Source: an optimization exercise on an open RTL-to-GDS flow (aim: small area). Production flows keep margins and buffers that such runs may drop.
Function was checked by simulation only, so behaviour that the tests miss may differ from the original.
Power figures rest on the tool's default switching activity, not on a simulated workload. The clock port is modelled as an ideal driver; clocking choices that lean on that would not hold on a real chip.

job 101:
// ra_packetizer
module ra_packetizer #(
	parameter int VC_DEPTH_BITS = 4
) (
	input  logic        clock,
	input  logic        reset,
	input  logic [44:0] c_flit_to_send,
	input  logic        cv_send_flit,
	output logic [44:0] c_flit_received,
	output logic        cv_rec_flit,
	output logic        c_ready,
	input  logic [44:0] p_flit_to_send,
	input  logic        pv_send_flit,
	output logic [44:0] p_flit_received,
	output logic        pv_rec_flit,
	output logic        p_ready,
	output logic [44:0] from_core_flit,
	output logic        v_from_core,
	output logic [1:0]  from_core_empty,
	output logic [1:0]  from_core_full,
	input  logic [44:0] to_core_flit,
	input  logic        v_to_core,
	input  logic [1:0]  to_core_empty
);
Settings: LEC_CHECK=0, CAP_MARGIN=10, CORE_MARGIN=2, CORE_UTILIZATION=70, PLACE_DENSITY=0.8, SLEW_MARGIN=10; clock period 5.0 ns.
standard.sh (not shown) runs the stock make flow with config.mk's settings and CLKGATE_MAP_FILE= SYNTH_SCRIPT=/design/flow/synth_recipe.tcl, a recipe that flattens the netlist after the stock synthesis.
==> flow/flow/run.sh <==
#!/bin/bash
# The standard ORFS layout (standard.sh), changed in three ways only:
#  - synthesis maps logic with an area-oriented ABC script (flow/area.abc);
#    everything else in synthesis is synth_recipe.tcl and ORFS's synth.tcl as they are
#  - port buffers are buf_1
#  - the clock tree uses larger sink clusters and no dummy loads
set -euo pipefail
here=$(pwd)
# ORFS synth.tcl with only its ABC script replaced
sed "s#^source \$::env(SCRIPTS_DIR)/synth_preamble.tcl\$#&\nset abc_args [list -script $here/flow/area.abc {*}\$lib_args {*}\$lib_dont_use_args -constr \$::env(OBJECTS_DIR)/abc.constr]#" \
  "$FLOW_HOME/scripts/synth.tcl" > "$here/area_synth.tcl"
grep -q "flow/area.abc" "$here/area_synth.tcl"
sed "s#^source \$::env(SCRIPTS_DIR)/synth.tcl\$#source $here/area_synth.tcl#" "$here/synth_recipe.tcl" > "$here/area_synth_recipe.tcl"
grep -q "area_synth.tcl" "$here/area_synth_recipe.tcl"
sed "s#SYNTH_SCRIPT=[^ ]*synth_recipe.tcl#SYNTH_SCRIPT=$here/area_synth_recipe.tcl#" "$here/standard.sh" > "$here/area_standard.sh"
grep -q "area_synth_recipe.tcl" "$here/area_standard.sh"
export BUFFER_PORTS_ARGS="-buffer_cell sky130_fd_sc_hd__buf_1"
export CTS_ARGS="-sink_clustering_enable -repair_clock_nets -dont_use_dummy_load -buf_list sky130_fd_sc_hd__clkbuf_8 -sink_clustering_size 18 -sink_clustering_max_diameter 60"
bash "$here/area_standard.sh" finish > "$here/orfs_make.log" 2>&1
==> flow/flow/area.abc <==
strash
&get -n
&st
&syn2
&dch
&nf -R 1000
&st
&syn2
&dch
&nf -R 1000
&put
topo
## Diff of input files: job 102 against job 101
- SLEW_MARGIN changed from 10 to 0
- CORE_UTILIZATION changed from 70 to 75
- CAP_MARGIN changed from 10 to 0
- PLACE_DENSITY changed from 0.8 to 0.85
Notes after the runs:
The final reports for job 102 and job 101 show number of non-clock buffers higher in the former.
Job 102 — cell count after placement about 1.8% lower, job 101 as reference
Job 102: full flow OK, the timing, DRC and antenna checks passed
Delta (job 102 minus job 101): share of flip-flops with an asynchronous set or reset did not really move, global-route wire length before repair went up, CTS sink count did not really move, remaining max-slew budget at the tightest pin went up.
## Diff of input files: job 103 against job 102
- SLEW_MARGIN now 20, was 0
- PLACE_DENSITY now 0.8, was 0.85
- CORE_UTILIZATION now 70, was 75
- CAP_MARGIN now 20, was 0
[summary]
- In summary, job 103 completed successfully, with a layout that passed the timing, DRC and antenna checks.
- Job 103 against job 102: detailed-routing wirelength on met1 shows an increase of 2.9%; count of TritonRoute iterations in the first routing pass went down by 1; initial detailed-routing violation count shows a reduction of about 5%.
> inputs changed (job 103 -> job 104)
- SLEW_MARGIN changed from 20 to 0
- CORE_UTILIZATION changed from 70 to 65
- CAP_MARGIN changed from 20 to 0
- PLACE_DENSITY changed from 0.8 to 0.75
==> flow/flow/run.sh <==
#!/bin/bash
# Standard ORFS layout with smaller port buffers and a leaner clock tree.
set -euo pipefail
export BUFFER_PORTS_ARGS="-buffer_cell sky130_fd_sc_hd__buf_1"
export CTS_ARGS="-sink_clustering_enable -repair_clock_nets -dont_use_dummy_load -sink_clustering_size 30 -sink_clustering_max_diameter 80"
bash standard.sh finish > orfs_make.log 2>&1
removed: flow/flow/area.abc
Results
- Looking at worst path setup slack after routing across job 103 and job 104, the one that comes out lower is job 104.
- Relative to job 103, sequential share of layout area decreased by 3.9 points in job 104.
- Final instance area delta (job 104 − job 103): unfavourable
- Wire length of the first global-routing pass was higher in the run labelled job 104.
- Job 104 reports its cell with the largest stage delay on the worst path as sky130_fd_sc_hd__nand4bb_2 while job 103 reports sky130_fd_sc_hd__nor2_4.
- Job 104 vs. job 103: count of clock-buffer cells in the layout went down by about 40%.
Changes in job 105 relative to job 104:
- CAP_MARGIN changed from 0 to 20
- SLEW_MARGIN changed from 0 to 20
- CORE_UTILIZATION changed from 65 to 70
- PLACE_DENSITY changed from 0.75 to 0.8
==> flow/flow/run.sh <==
#!/bin/bash
# The standard ORFS layout (standard.sh), changed in three ways only:
#  - synthesis maps logic with an area-oriented ABC script (flow/area.abc);
#    everything else in synthesis is synth_recipe.tcl and ORFS's synth.tcl as they are
#  - port buffers are buf_1
#  - the clock tree uses larger sink clusters and no dummy loads
set -euo pipefail
here=$(pwd)
# ORFS synth.tcl with only its ABC script replaced
sed "s#^source \$::env(SCRIPTS_DIR)/synth_preamble.tcl\$#&\nset abc_args [list -script $here/flow/area.abc {*}\$lib_args {*}\$lib_dont_use_args -constr \$::env(OBJECTS_DIR)/abc.constr]#" \
  "$FLOW_HOME/scripts/synth.tcl" > "$here/area_synth.tcl"
grep -q "flow/area.abc" "$here/area_synth.tcl"
sed "s#^source \$::env(SCRIPTS_DIR)/synth.tcl\$#source $here/area_synth.tcl#" "$here/synth_recipe.tcl" > "$here/area_synth_recipe.tcl"
grep -q "area_synth.tcl" "$here/area_synth_recipe.tcl"
sed "s#SYNTH_SCRIPT=[^ ]*synth_recipe.tcl#SYNTH_SCRIPT=$here/area_synth_recipe.tcl#" "$here/standard.sh" > "$here/area_standard.sh"
grep -q "area_synth_recipe.tcl" "$here/area_standard.sh"
export BUFFER_PORTS_ARGS="-buffer_cell sky130_fd_sc_hd__buf_1"
export CTS_ARGS="-sink_clustering_enable -repair_clock_nets -dont_use_dummy_load -sink_clustering_size 30 -sink_clustering_max_diameter 80"
bash "$here/area_standard.sh" finish > "$here/orfs_make.log" 2>&1
==> flow/flow/area.abc (new file) <==
strash
&get -n
&st
&syn2
&dch
&nf -R 1000
&st
&syn2
&dch
&nf -R 1000
&put
topo
Findings:
- Job 105: final period demand of the worst path 0.46 ns below job 104
- Between job 105 and job 104, the power in sequential cells does not differ in any meaningful way.
- Depth of the most critical reg-to-reg path in job 105 is 1 below job 104.
- The part of the total power dissipated in the clock network reported for job 105 is greater than that of job 104 by 1.2 points.
- Changes observed in job 105 relative to job 104: post-synthesis mux area share fell by 1.5 points, fmax rose by 13%, total power fell by about 6%.


== run 1 ==
ra_packetizer, a different RTL version from the one above (not shown whole).
Size in the first run: roughly 3600 cells after synthesis, roughly 66000 um^2 of cells after synthesis.
==> flow/config.mk <==
export PLATFORM = sky130hd
export DESIGN_NAME = ra_packetizer
export DESIGN_NICKNAME = ra_packetizer
export VERILOG_FILES = /design/flow/design.v
export SDC_FILE = /design/flow/constraint.sdc
export NUM_CORES = 4
export LEC_CHECK = 0
export CAP_MARGIN = 20
export CORE_MARGIN = 2
export CORE_UTILIZATION = 40
export PLACE_DENSITY = 0.6
export SLEW_MARGIN = 20
==> flow/constraint.sdc <==
create_clock -name core_clock -period 5.0 [get_ports {clock}]
set_input_delay 1.0000 -clock core_clock [delete_from_list [all_inputs] [get_ports {clock}]]
set_output_delay 1.0000 -clock core_clock [all_outputs]
set_load 0.01 [all_outputs]
==> flow/flow/run.sh <==
#!/bin/bash
# Standard ORFS layout with smaller port buffers and a leaner clock tree.
set -euo pipefail
export BUFFER_PORTS_ARGS="-buffer_cell sky130_fd_sc_hd__buf_1"
export CTS_ARGS="-sink_clustering_enable -repair_clock_nets -dont_use_dummy_load -sink_clustering_size 28 -sink_clustering_max_diameter 100"
bash standard.sh finish > orfs_make.log 2>&1
### run 1 -> run 2
Settings: SLEW_MARGIN now 0, was 20; PLACE_DENSITY now 0.75, was 0.6; CORE_UTILIZATION now 65, was 40; CAP_MARGIN now 0, was 20.
==> flow/flow/run.sh <==
#!/bin/bash
# Standard ORFS layout with smaller port buffers and a leaner clock tree.
set -euo pipefail
export BUFFER_PORTS_ARGS="-buffer_cell sky130_fd_sc_hd__buf_1"
export CTS_ARGS="-sink_clustering_enable -repair_clock_nets -dont_use_dummy_load -sink_clustering_size 30 -sink_clustering_max_diameter 80"
bash standard.sh finish > orfs_make.log 2>&1
Results
- Post-route fraction of the period consumed by the critical path ends up lower on run 2.
- The via count in run 2 sits 195 above the value recorded for run 1.
- Run 2 vs. run 1: final standard cell count with taps included and fillers excluded fell by 14%, relative area of non-clock buffer cells in the final design stayed essentially flat, setup slack rose by 260 ps, number of sequential cells in the layout stayed essentially flat.
Changes in run 3 relative to run 2:
Settings: a change of PLACE_DENSITY from 0.75 to 0.6; a change of CORE_UTILIZATION from 65 to 40; a change of SLEW_MARGIN from 0 to 20; a change of CAP_MARGIN from 0 to 20.
==> flow/run.sh (new file) <==
#!/bin/bash
# synth_recipe.tcl (not shown) runs the flow's synth.tcl, then flattens the netlist and writes it again
# the make line also repeats each setting of config.mk as NAME=value (left out here)
make -C /OpenROAD-flow-scripts/flow DESIGN_CONFIG=/design/flow/config.mk WORK_HOME=/design/flow/orfs CLKGATE_MAP_FILE= SYNTH_SCRIPT=/design/flow/synth_recipe.tcl finish
removed: flow/flow/run.sh
removed: flow/standard.sh
==> run summary <==
- Diff run 2 -> run 3: portion of total power attributed to combinational logic fell by 1.2 points; worst hold slack fell by 8.5 ps; final worst setup slack fell by 180 ps; total routed wirelength rose by 13%.
- Final total power was lower in the run labelled run 2.
- Re net load switching power: run 2 and run 3 aren't equal, and the higher value belongs to run 3.
- The multi-input gate share of the layout cell area in run 3 sits 1.5 points below the value recorded for run 2.
Changes in run 4 relative to run 3:
Settings: changing CORE_UTILIZATION from 40 to 75; changing PLACE_DENSITY from 0.6 to 0.85; changing CAP_MARGIN from 20 to 0; changing SLEW_MARGIN from 20 to 0.
==> flow/flow/run.sh (new file) <==
#!/bin/bash
# Standard ORFS layout with smaller port buffers and a leaner clock tree.
set -euo pipefail
export BUFFER_PORTS_ARGS="-buffer_cell sky130_fd_sc_hd__buf_1"
export CTS_ARGS="-sink_clustering_enable -repair_clock_nets -dont_use_dummy_load -sink_clustering_size 30 -sink_clustering_max_diameter 80"
bash standard.sh finish > orfs_make.log 2>&1
==> flow/standard.sh (new file) <==
#!/bin/bash
# synth_recipe.tcl (not shown) runs the flow's synth.tcl, then flattens the netlist and writes it again
# the make line also repeats each setting of config.mk as NAME=value (left out here)
make -C /OpenROAD-flow-scripts/flow DESIGN_CONFIG=/design/flow/config.mk WORK_HOME=/design/flow/orfs CLKGATE_MAP_FILE= SYNTH_SCRIPT=/design/flow/synth_recipe.tcl "${@:-finish}"
removed: flow/run.sh
## What came out
- On post-CTS setup-driven buffer insertion count, run 3 and run 4 are neck and neck.
- Comparing run 3 and run 4, the higher cell-internal power was measured on run 3.
- Reported for run 3 and run 4, total of endpoints with negative setup slack in the final report turned out identical to the last digit.
Edits applied to the flow inputs when going from run 4 to run 5:
Settings: CORE_UTILIZATION: 75 -> 40; CTS_BUF_LIST: unset -> sky130_fd_sc_hd__clkbuf_8; PLACE_DENSITY: 0.85 -> 0.6; SLEW_MARGIN: 0 -> 20; CTS_CLUSTER_SIZE: unset -> 24; CAP_MARGIN: 0 -> 20.
==> flow/run.sh (new file) <==
#!/bin/bash
# synth_recipe.tcl (not shown) runs the flow's synth.tcl, then flattens the netlist and writes it again
# the make line also repeats each setting of config.mk as NAME=value (left out here)
make -C /OpenROAD-flow-scripts/flow DESIGN_CONFIG=/design/flow/config.mk WORK_HOME=/design/flow/orfs CLKGATE_MAP_FILE= SYNTH_SCRIPT=/design/flow/synth_recipe.tcl finish
removed: flow/flow/run.sh
removed: flow/standard.sh
## What came out
Compared with run 4, run 5 shows a post-layout instance area that is about 10% higher.
Compared with run 4, run 5 is hungrier on power.
Fraction of standard cell area that is sequential ends up lower on run 5.
Diff run 4 -> run 5 | power density over cell area | up by more than 10%
What run 4 reported for area enclosed by the die boundary has to be multiplied by 1.9 to get the figure for run 5.
Summary of run 5 over run 4: number of vias after detailed routing moved down; routed length on met1 moved up; global-route wire length before repair moved up.

separate check: timing with driven ports:
No port has a modelled driver above. Below, the same layouts with a new extraction and two added sets of constraints. Step 1, drivers: a clkbuf_16 drives clock and a buf_2 each remaining input, both assumed. Step 2 moves the port delays by t, midway between the first and last clock arrival at a register: inputs arrive t later, outputs are due t later. That takes back most of the time a late clock gives input paths. Three values: ideal ports, drivers, drivers and shift; two values: the first two.
| run | shift t [ns] | slack for setup (ns) | slew at the worst register clock pin (ns) |
|---|---|---|---|
| job 101 | 0.825 | 1.425 / 1.425 / 1.425 | 0.11 / 0.11 |
| job 102 | 0.833 | 1.463 / 1.463 / 1.463 | 0.12 / 0.12 |
| job 103 | 0.848 | 1.460 / 1.460 / 1.460 | 0.11 / 0.11 |
| job 104 | 0.736 | 0.990 / 0.990 / 0.990 | 0.12 / 0.12 |
| job 105 | 0.712 | 1.446 / 1.446 / 1.446 | 0.11 / 0.11 |
| run 1 | 0.788 | 0.437 / 0.437 / 0.437 | 0.12 / 0.12 |
| run 2 | 0.723 | 0.702 / 0.702 / 0.702 | 0.12 / 0.12 |
| run 3 | 0.914 | 0.521 / 0.521 / 0.521 | 0.07 / 0.07 |
| run 4 | 0.723 | 0.344 / 0.344 / 0.344 | 0.12 / 0.12 |
| run 5 | 1.081 | 0.538 / 0.538 / 0.538 | 0.07 / 0.07 |
After both steps every run listed still meets setup and hold.
